Source: an optimization exercise on an open RTL-to-GDS flow (aim: small area). Production flows keep margins and buffers that such runs may drop. Function was checked by simulation only, so behaviour that the tests miss may differ from the original. Power figures rest on the tool's default switching activity, not on a simulated workload.

`design/flow/design.v`:
```
`default_nettype none
package cpu_pkg;
	localparam int NUM_REGS   = 32;
	localparam int WORD_W     = 32;
	localparam int REG_ADDR_W = $clog2(NUM_REGS);
	localparam int IM_ADDR_W  = 10;
	localparam int DM_ADDR_W  = 12;
	localparam int OPCODE_W   = 6;
	localparam int SUB_OP_W   = 5;
	typedef logic [WORD_W-1:0]     word_t;
	typedef logic [REG_ADDR_W-1:0] reg_addr_t;
	typedef logic [IM_ADDR_W-1:0]  im_addr_t;
	typedef logic [DM_ADDR_W-1:0]  dm_addr_t;
	typedef logic [OPCODE_W-1:0]   opcode_t;
	typedef logic [SUB_OP_W-1:0]   sub_op_t;
	localparam opcode_t OP_ALU  = 6'd0;
	localparam opcode_t OP_LWI  = 6'd2;
	localparam opcode_t OP_SWI  = 6'd3;
	localparam opcode_t OP_BEQ  = 6'd4;
	localparam opcode_t OP_ADDI = 6'd8;
	localparam opcode_t OP_NOP  = 6'd63;
	localparam sub_op_t SUB_ADD = 5'd0;
	localparam sub_op_t SUB_SUB = 5'd1;
	localparam sub_op_t SUB_AND = 5'd2;
	localparam sub_op_t SUB_OR  = 5'd3;
	localparam sub_op_t SUB_XOR = 5'd4;
	localparam word_t NOP_WORD = {OP_NOP, 26'd0};
	typedef struct packed {
		logic    reg_write;
		logic    mem_read;
		logic    mem_write;
		logic    use_imm;
		sub_op_t alu_op;
	} ctrl_t;
	typedef struct packed {
		ctrl_t     ctrl;
		word_t     ra_data;
		word_t     rt_data;
		word_t     imm;
		reg_addr_t dest;
	} id_ex_t;
	typedef struct packed {
		ctrl_t     ctrl;
		word_t     alu_result;
		word_t     store_data;
		reg_addr_t dest;
	} ex_mem_t;
	typedef struct packed {
		logic      reg_write;
		reg_addr_t dest;
		word_t     wb_data;
	} mem_wb_t;
endpackage
`default_nettype wire
`default_nettype none
module fetch_pc (
	input  logic              clk,
	input  logic              rst_n,
	input  logic              stall,
	input  logic              branch_taken,
	input  cpu_pkg::im_addr_t branch_target,
	output cpu_pkg::im_addr_t pc,
	output logic              fetch_active
);
	always_ff @(posedge clk or negedge rst_n) begin
		if (!rst_n) begin
			pc <= '0;
		end else if (stall) begin
			pc <= pc;
		end else if (branch_taken) begin
			pc <= branch_target;
		end else begin
			pc <= pc + 1'b1;
		end
	end
	always_ff @(posedge clk or negedge rst_n) begin
		if (!rst_n) begin
			fetch_active <= 1'b0;
		end else begin
			fetch_active <= 1'b1;
		end
	end
endmodule
`default_nettype wire
`default_nettype none
module decoder (
	input  cpu_pkg::word_t     instruction,
	output cpu_pkg::ctrl_t     ctrl,
	output cpu_pkg::reg_addr_t ra_addr,
	output cpu_pkg::reg_addr_t rt_addr,
	output cpu_pkg::reg_addr_t rb_addr,
	output cpu_pkg::word_t     imm,
	output logic               is_branch
);
	cpu_pkg::opcode_t opcode;
	cpu_pkg::sub_op_t sub_op;
	assign opcode  = instruction[31:26];
	assign sub_op  = instruction[4:0];
	assign rt_addr = instruction[25:21];
	assign ra_addr = instruction[20:16];
	assign imm     = {{16{instruction[15]}}, instruction[15:0]};
	assign rb_addr = (opcode == cpu_pkg::OP_ALU) ? instruction[15:11] : instruction[25:21];
	always_comb begin
		ctrl      = '0;
		is_branch = 1'b0;
		case (opcode)
			cpu_pkg::OP_ALU: begin
				if (sub_op <= cpu_pkg::SUB_XOR) begin
					ctrl.reg_write = 1'b1;
					ctrl.alu_op    = sub_op;
				end
			end
			cpu_pkg::OP_ADDI: begin
				ctrl.reg_write = 1'b1;
				ctrl.use_imm   = 1'b1;
				ctrl.alu_op    = cpu_pkg::SUB_ADD;
			end
			cpu_pkg::OP_LWI: begin
				ctrl.reg_write = 1'b1;
				ctrl.mem_read  = 1'b1;
				ctrl.use_imm   = 1'b1;
				ctrl.alu_op    = cpu_pkg::SUB_ADD;
			end
			cpu_pkg::OP_SWI: begin
				ctrl.mem_write = 1'b1;
				ctrl.use_imm   = 1'b1;
				ctrl.alu_op    = cpu_pkg::SUB_ADD;
			end
			cpu_pkg::OP_BEQ: begin
				is_branch = 1'b1;
			end
			default: begin
				ctrl = '0;
			end
		endcase
	end
endmodule
`default_nettype wire
`default_nettype none
module regfile (
	input  logic               clk,
	input  logic               rst_n,
	input  cpu_pkg::reg_addr_t ra_addr,
	input  cpu_pkg::reg_addr_t rb_addr,
	input  cpu_pkg::mem_wb_t   wb,
	output cpu_pkg::word_t     ra_data,
	output cpu_pkg::word_t     rb_data
);
	cpu_pkg::word_t regs [cpu_pkg::NUM_REGS];
	assign ra_data = regs[ra_addr];
	assign rb_data = regs[rb_addr];
	always_ff @(posedge clk or negedge rst_n) begin
		if (!rst_n) begin
			for (int i = 0; i < cpu_pkg::NUM_REGS; i++) begin
				regs[i] <= '0;
			end
		end else if (wb.reg_write) begin
			regs[wb.dest] <= wb.wb_data;
		end
	end
endmodule
`default_nettype wire
`default_nettype none
module operand_forward (
	input  cpu_pkg::reg_addr_t ra_addr,
	input  cpu_pkg::reg_addr_t src2_addr,
	input  cpu_pkg::word_t     ra_raw,
	input  cpu_pkg::word_t     src2_raw,
	input  cpu_pkg::ex_mem_t   ex,
	input  cpu_pkg::id_ex_t    ex_ctrl_dest,
	input  cpu_pkg::ex_mem_t   mem,
	input  cpu_pkg::word_t     mem_load_data,
	input  cpu_pkg::mem_wb_t   wb,
	input  logic               is_branch,
	output cpu_pkg::word_t     ra_fwd,
	output cpu_pkg::word_t     src2_fwd,
	output logic               stall,
	output logic               branch_taken
);
	logic  ex_can_fwd;
	cpu_pkg::word_t mem_value;
	assign ex_can_fwd = ex.ctrl.reg_write && !ex.ctrl.mem_read;
	assign mem_value  = mem.ctrl.mem_read ? mem_load_data : mem.alu_result;
	function automatic cpu_pkg::word_t pick(input cpu_pkg::reg_addr_t addr, input cpu_pkg::word_t raw);
		cpu_pkg::word_t v;
		if (ex_can_fwd && ex.dest == addr) begin
			v = ex.alu_result;
		end else if (mem.ctrl.reg_write && mem.dest == addr) begin
			v = mem_value;
		end else if (wb.reg_write && wb.dest == addr) begin
			v = wb.wb_data;
		end else begin
			v = raw;
		end
		pick = v;
	endfunction
	always_comb begin
		ra_fwd   = pick(ra_addr, ra_raw);
		src2_fwd = pick(src2_addr, src2_raw);
	end
	assign stall = ex_ctrl_dest.ctrl.mem_read &&
		(ex_ctrl_dest.dest == ra_addr || ex_ctrl_dest.dest == src2_addr);
	assign branch_taken = is_branch && !stall && (ra_fwd == src2_fwd);
endmodule
`default_nettype wire
`default_nettype none
module alu (
	input  cpu_pkg::id_ex_t stage,
	output cpu_pkg::word_t  result,
	output logic            overflow
);
	cpu_pkg::word_t src1;
	cpu_pkg::word_t src2;
	logic  valid;
	logic  add_ovf;
	logic  sub_ovf;
	assign src1  = stage.ra_data;
	assign src2  = stage.ctrl.use_imm ? stage.imm : stage.rt_data;
	assign valid = stage.ctrl.reg_write | stage.ctrl.mem_read | stage.ctrl.mem_write;
	always_comb begin
		case (stage.ctrl.alu_op)
			cpu_pkg::SUB_ADD: result = src1 + src2;
			cpu_pkg::SUB_SUB: result = src1 - src2;
			cpu_pkg::SUB_AND: result = src1 & src2;
			cpu_pkg::SUB_OR:  result = src1 | src2;
			cpu_pkg::SUB_XOR: result = src1 ^ src2;
			default: result = '0;
		endcase
	end
	assign add_ovf = (src1[31] == src2[31]) && (result[31] != src1[31]);
	assign sub_ovf = (src1[31] != src2[31]) && (result[31] != src1[31]);
	assign overflow = valid &&
		((stage.ctrl.alu_op == cpu_pkg::SUB_ADD && add_ovf) || (stage.ctrl.alu_op == cpu_pkg::SUB_SUB && sub_ovf));
endmodule
`default_nettype wire
`default_nettype none
module stage_regs (
	input  logic              clk,
	input  logic              rst_n,
	input  logic              stall,
	input  logic              flush,
	input  cpu_pkg::word_t    if_instruction,
	input  cpu_pkg::im_addr_t if_pc,
	input  cpu_pkg::id_ex_t   id_in,
	input  cpu_pkg::word_t    ex_result,
	input  cpu_pkg::word_t    dm_out,
	output cpu_pkg::word_t    id_instruction,
	output cpu_pkg::im_addr_t id_pc,
	output cpu_pkg::id_ex_t   ex_stage,
	output cpu_pkg::ex_mem_t  mem_stage,
	output cpu_pkg::mem_wb_t  wb_stage
);
	always_ff @(posedge clk or negedge rst_n) begin
		if (!rst_n) begin
			id_instruction <= cpu_pkg::NOP_WORD;
			id_pc          <= '0;
		end else if (stall) begin
			id_instruction <= id_instruction;
			id_pc          <= id_pc;
		end else if (flush) begin
			id_instruction <= cpu_pkg::NOP_WORD;
			id_pc          <= '0;
		end else begin
			id_instruction <= if_instruction;
			id_pc          <= if_pc;
		end
	end
	always_ff @(posedge clk or negedge rst_n) begin
		if (!rst_n) begin
			ex_stage <= '0;
		end else begin
			ex_stage <= stall ? '0 : id_in;
		end
	end
	always_ff @(posedge clk or negedge rst_n) begin
		if (!rst_n) begin
			mem_stage <= '0;
		end else begin
			mem_stage.ctrl       <= ex_stage.ctrl;
			mem_stage.alu_result <= ex_result;
			mem_stage.store_data <= ex_stage.rt_data;
			mem_stage.dest       <= ex_stage.dest;
		end
	end
	always_ff @(posedge clk or negedge rst_n) begin
		if (!rst_n) begin
			wb_stage <= '0;
		end else begin
			wb_stage.reg_write <= mem_stage.ctrl.reg_write;
			wb_stage.dest      <= mem_stage.dest;
			wb_stage.wb_data   <= mem_stage.ctrl.mem_read ? dm_out : mem_stage.alu_result;
		end
	end
endmodule
`default_nettype wire
`default_nettype none
module pipeline_top (
	input  logic        clk,
	input  logic        rst_n,
	input  logic [31:0] instruction,
	output logic        im_read,
	output logic [9:0]  im_address,
	output logic        dm_read,
	output logic        dm_write,
	output logic [11:0] dm_address,
	output logic [31:0] dm_in,
	input  logic [31:0] dm_out,
	output logic        alu_overflow
);
	logic      stall;
	logic      branch_taken;
	logic      is_branch;
	cpu_pkg::im_addr_t  branch_target;
	cpu_pkg::im_addr_t  id_pc;
	cpu_pkg::word_t     id_instruction;
	cpu_pkg::ctrl_t     id_ctrl;
	cpu_pkg::reg_addr_t ra_addr;
	cpu_pkg::reg_addr_t rt_addr;
	cpu_pkg::reg_addr_t src2_addr;
	cpu_pkg::word_t     imm;
	cpu_pkg::word_t     ra_raw;
	cpu_pkg::word_t     src2_raw;
	cpu_pkg::word_t     ra_fwd;
	cpu_pkg::word_t     src2_fwd;
	cpu_pkg::word_t     alu_result;
	cpu_pkg::id_ex_t    id_out;
	cpu_pkg::id_ex_t    ex_stage;
	cpu_pkg::ex_mem_t   ex_view;
	cpu_pkg::ex_mem_t   mem_stage;
	cpu_pkg::mem_wb_t   wb_stage;
	assign branch_target = id_pc + cpu_pkg::im_addr_t'(imm);
	assign id_out  = {id_ctrl, ra_fwd, src2_fwd, imm, rt_addr};
	assign ex_view = {ex_stage.ctrl, alu_result, ex_stage.rt_data, ex_stage.dest};
	assign dm_read    = mem_stage.ctrl.mem_read;
	assign dm_write   = mem_stage.ctrl.mem_write;
	assign dm_address = cpu_pkg::dm_addr_t'(mem_stage.alu_result);
	assign dm_in      = mem_stage.store_data;
	fetch_pc fetch_pc_i (
		.clk(clk), .rst_n(rst_n),
		.stall(stall), .branch_taken(branch_taken), .branch_target(branch_target),
		.pc(im_address), .fetch_active(im_read)
	);
	decoder decoder_i (
		.instruction(id_instruction), .ctrl(id_ctrl),
		.ra_addr(ra_addr), .rt_addr(rt_addr), .rb_addr(src2_addr),
		.imm(imm), .is_branch(is_branch)
	);
	regfile regfile_i (
		.clk(clk), .rst_n(rst_n),
		.ra_addr(ra_addr), .rb_addr(src2_addr), .wb(wb_stage),
		.ra_data(ra_raw), .rb_data(src2_raw)
	);
	operand_forward operand_forward_i (
		.ra_addr(ra_addr), .src2_addr(src2_addr),
		.ra_raw(ra_raw), .src2_raw(src2_raw),
		.ex(ex_view), .ex_ctrl_dest(ex_stage),
		.mem(mem_stage), .mem_load_data(dm_out), .wb(wb_stage),
		.is_branch(is_branch),
		.ra_fwd(ra_fwd), .src2_fwd(src2_fwd),
		.stall(stall), .branch_taken(branch_taken)
	);
	alu alu_i (
		.stage(ex_stage), .result(alu_result), .overflow(alu_overflow)
	);
	stage_regs stage_regs_i (
		.clk(clk), .rst_n(rst_n),
		.stall(stall), .flush(branch_taken),
		.if_instruction(instruction), .if_pc(im_address),
		.id_in(id_out), .ex_result(alu_result), .dm_out(dm_out),
		.id_instruction(id_instruction), .id_pc(id_pc),
		.ex_stage(ex_stage), .mem_stage(mem_stage), .wb_stage(wb_stage)
	);
endmodule
`default_nettype wire
```
`design/flow/run.sh`:
```
#!/bin/bash
# synth_recipe.tcl (not shown) runs the flow's synth.tcl, then flattens the netlist and writes it again
# the make line also repeats each setting of config.mk as NAME=value (left out here)
make -C /OpenROAD-flow-scripts/flow DESIGN_CONFIG=/design/flow/config.mk WORK_HOME=/design/flow/orfs CLKGATE_MAP_FILE= SYNTH_SCRIPT=/design/flow/synth_recipe.tcl finish
```
`design/flow/config.mk`:
```
export PLATFORM = sky130hd
export DESIGN_NAME = pipeline_top
export DESIGN_NICKNAME = pipeline_top
export VERILOG_FILES = /design/flow/design.v
export SDC_FILE = /design/flow/constraint.sdc
export NUM_CORES = 4
export LEC_CHECK = 0
export CAP_MARGIN = 20
export CORE_MARGIN = 2
export CORE_UTILIZATION = 40
export SETUP_SLACK_MARGIN = 0.3
export SLEW_MARGIN = 20
```
`design/flow/constraint.sdc`:
```
create_clock -name core_clock -period 8.0 [get_ports {clk}]
set_input_delay 1.6000 -clock core_clock [delete_from_list [all_inputs] [get_ports {clk}]]
set_output_delay 1.6000 -clock core_clock [all_outputs]
set_load 0.01 [all_outputs]
```
==> results.txt <==
wire per inst 47.3 um; Internal Power 11.3 mW; fin crit period 7780 ps; status finished clean; Max Fclk 129 MHz; Worst slew margin 4.79%; Std-Cell Core Area 0.176 mm2; crit start category register; Tcrit/Tclk final 97.2%; global route overflow 0; fin worst setup slack 222 ps; clock power share ~45%; Post-layout nets 7069; Psw just under 5 mW; number of flops mapped to enable cells by yosys 0; TNS Setup 0 ps; Mapped Area 0.0710 mm2; Post-route DRC 0; # port buffers 123; share of layout cells above drive strength 1 28.6%; register share of total power 42.8%; syn avg cell area 10.5 um2; sequential-to-total area share from yosys stat between 40% and 50%; Synth Instances 6769; Syn-to-layout area delta 16.6%; Die ar. 0.181 mm2; RD Place Congestion 1.09; first-pass GRT wire length between 500000 and 600000 um; Netlist cell types 102; DR iter-0 viols 13500; Root Buffer clkbuf_16; Post-CTS Hold Fix Bufs 0; Worst Clk Skew 37.4 ps; Die Width 425 um; Synth warnings 7; Net Sw Frac 29.8%; Yosys reg bits ~1300; worst r2r path cells 20; clock sink total 1281; Worst-Skew Late Latency a little under 900 ps; final hold violations 0; overall routing resource usage 48.1%; Max VDD drop 0.195 mV; HPWL Detailed approximately 300000 um; CTS clock-pin slew for the worst setup and hold paths ~60 ps; Post-synth ARST share 100%; Antenna Nets Post-Route 0; initial antenna violation count 81; Die Span Y 425 um; hold depth 0; critical path class register to register; H-tree depth 4; WP data arrival 8490 ps; vias in the first global route 65200; FF-to-FF setup slack 220 ps; Initial Utilization 40.3%; CTS tree built; fin util 47.0%; power share of the combinational group 12.0%; detailed-route vias per instance 7.54; Num CTS Buffers around 150; Routed WL 445000 um; Site Rows ~150; DR pass1 iterations 11; Via Count 71100; dominant synthesized flop cell dfrtp_1; cell leakage power 38.0 nW; Cell Pwr Density 195 mW/mm2; max-cap viol count 0; Finish-stage setup viols 0; Worst Tran Pin Value about 1400 ps; I/O Pins 124; clock buffer depth 3; Worst EP required a little under 9000 ps; CP Max Fanout 15; unrepaired setup endpoints after global routing true; Slew Viols, Final 0; CP endpoint kind register; largest net degree at the start of global routing 166; dpl ws ~650 ps; Hold/Removal Path Class register to register
through the flow:
stage | cell area [um2] | hold WS (ps) | total power, mW | cells
CTS | 82500 | 380 | 16.0 | 9350
finish | 82800 | 380 | 16.1 | 9419
floorplan | 71000 | 353 | 7.79 | 6770
global route | 82700 | 388 | 16.5 | 9367
global placement | 77200 | 363 | 8.81 | 9070
detailed placement | 77300 | 368 | 8.82 | 9075
cell usage after synthesis (33+ instances only):
| cell type | count | area, um2 |
|---|---|---|
| nand3_1 | 259 | 1300 |
| o21ai_0 | 396 | 1980 |
| o31ai_1 | 34 | 255 |
| a22oi_1 | 495 | 3720 |
| a21oi_1 | 163 | 816 |
| xor2_1 | 36 | 315 |
| buf_4 | 49 | 368 |
| dfrtp_1 | 1275 | 31900 |
| nor2_1 | 274 | 1030 |
| nand2b_1 | 38 | 238 |
| and3_1 | 120 | 751 |
| nor4_1 | 72 | 450 |
| buf_2 | 69 | 345 |
| inv_1 | 139 | 522 |
| mux2i_1 | 63 | 631 |
| nand2_1 | 293 | 1100 |
| mux2_2 | 1016 | 11400 |
| a211oi_1 | 83 | 623 |
| xnor2_1 | 63 | 552 |
| nor3_1 | 97 | 485 |
| nand4_1 | 175 | 1090 |
| a31oi_1 | 33 | 206 |
| ha_1 | 107 | 1340 |
| buf_1 | 45 | 169 |
| a222oi_1 | 53 | 531 |
| clkbuf_1 | 468 | 1760 |
| o22ai_1 | 34 | 213 |
| a221oi_1 | 61 | 534 |
| and2_1 | 61 | 382 |
| a2111oi_0 | 59 | 517 |
| a22o_1 | 104 | 911 |
placed cells by master (no fill, tap or decap), types with 25 or more instances in the layout:
cell type / instances
dfrtp_1: 1257
mux2_2: 1016
a22oi_1: 495
buf_4: 446
o21ai_0: 393
nand2_1: 280
nand3_1: 255
nor2_1: 222
nand4_1: 175
a21oi_1: 158
clkbuf_16: 152
inv_1: 139
clkdlybuf4s50_1: 121
and3_1: 118
ha_1: 107
a22o_1: 104
nor3_1: 91
a211oi_1: 75
diode_2: 63
xnor2_1: 63
mux2i_1: 61
a221oi_1: 60
and2_1: 59
nor4_1: 59
a2111oi_0: 59
a222oi_1: 53
nor2_4: 45
buf_12: 40
nand2b_1: 38
or2_2: 37
xor2_1: 36
o22ai_1: 32
a31oi_1: 31
or3_1: 28
clkinv_2: 28
clkbuf_8: 28
clkbuf_1: 28
nor2b_1: 27
o31ai_1: 27
a21o_1: 25
power groups by stage:
stage / sequential [mW] / combinational (mW) / clock, mW
global placement: 7.01 / 1.81 / 0
floorplan: 6.87 / 0.927 / 0
global route: 6.92 / 1.98 / 7.55
finish: 6.91 / 1.94 / 7.29
detailed placement: 7.01 / 1.81 / 0
CTS: 6.89 / 1.83 / 7.27
final cells by class:
cell class	instances	area, um2
repair buffers	611	5420
flip-flops and latches	1281	32100
diodes	63	158
well taps	2340	2930
inverters	140	526
clock inverters	67	826
clock buffers	208	4290
multi-input cells	4709	36600
fillers	16400	93500
worst paths after layout:
path                                                  from                               to
hold reg to reg                  stage_regs_i.ex_stage[43]       stage_regs_i.mem_stage[11]
setup reg to reg           stage_regs_i.id_instruction[25]  stage_regs_i.id_instruction[14]
max in group asynchronous                            rst_n           regfile_i.regs[15][22]
setup / recovery           stage_regs_i.id_instruction[25]  stage_regs_i.id_instruction[14]
min in group asynchronous                            rst_n            regfile_i.regs[31][0]
hold / removal                   stage_regs_i.ex_stage[43]       stage_regs_i.mem_stage[11]
critical path: stages (launching register included):
cell and delay [ps]:
dfrtp_1 840, buf_4 330, or3b_2 560, a211oi_1 440, buf_4 200, or2_2 810
buf_4 360, a222oi_1 140, o2111a_1 220, a31oi_1 610, a221oi_2 160, xnor2_1 320
nor4_1 970, nand4_1 340, nor4_1 350, buf_4 150, nand4_1 90, buf_4 240
buf_4 230, nand3_1 100, o21ai_0 100
cell families (layout without fill, tap and decap cells):
family,Yosys count,after routing,synth area share [%]
multiplexers,1080,1080,17.0
adder cells (fa/ha/maj),109,109,1.94
AND/OR/NAND/NOR,1624,1624,12.1
AO/OA/AOI/OAI,1794,1794,18.0
buffers and inverters,780,1026,4.59
XOR/XNOR,99,99,1.22
flip-flops,1281,1281,45.1
other,2,66,0.0106
layer usage:
layer / routed length (um) / vias up / GRT usage, %
met5: 608 / - / 1.01
met4: 45900 / 48 / 38.6
met3: 69200 / 2465 / 25.6
met2: 173000 / 7122 / 64.4
met1: 156000 / 35500 / 56.7
li1: - / 26000 / -
what timing repair did:
item | CTS | global route
pin swaps | 2 | 2
endpoints found under the setup margin | 1 | 9
resized for setup | 10 | 9
setup buffers | 0 | 1
registers in the layout, summed over array words and instances, names as in the netlist:
register / cells
fetch_pc_i.fetch_active: 1
fetch_pc_i.pc: 10
regfile_i.regs: 1024
stage_regs_i.ex_stage: 94
stage_regs_i.id_instruction: 32
stage_regs_i.id_pc: 10
stage_regs_i.mem_stage: 72
stage_regs_i.wb_stage: 38

## what the ideal ports hide
Ports are ideal in the flow. The routed layout listed here was re-timed in OpenROAD.
Step 1 sets driving cells, clkbuf_16 on the clock port and buf_2 on the other inputs (assumed; they add their load-dependent delay and slew).
Step 2 also shifts input and output timing later by t, the mid clock arrival at the registers, as if the neighbouring blocks saw the same clock.
Three values: ideal, step 1, step 2; two values: the first two.
t, ns: 0.951
setup WS [ns]: 0.222 / 0.222 / 0.222
hold WS [ns]: 0.380 / 0.380 / 0.380
worst setup path at the end: register to register
worst slew at a driven data input, ns: 0.08
After both steps this run still meets setup and hold. The setup slack of this run moves by 0.000 ns with the drivers and by 0.000 ns with both steps.
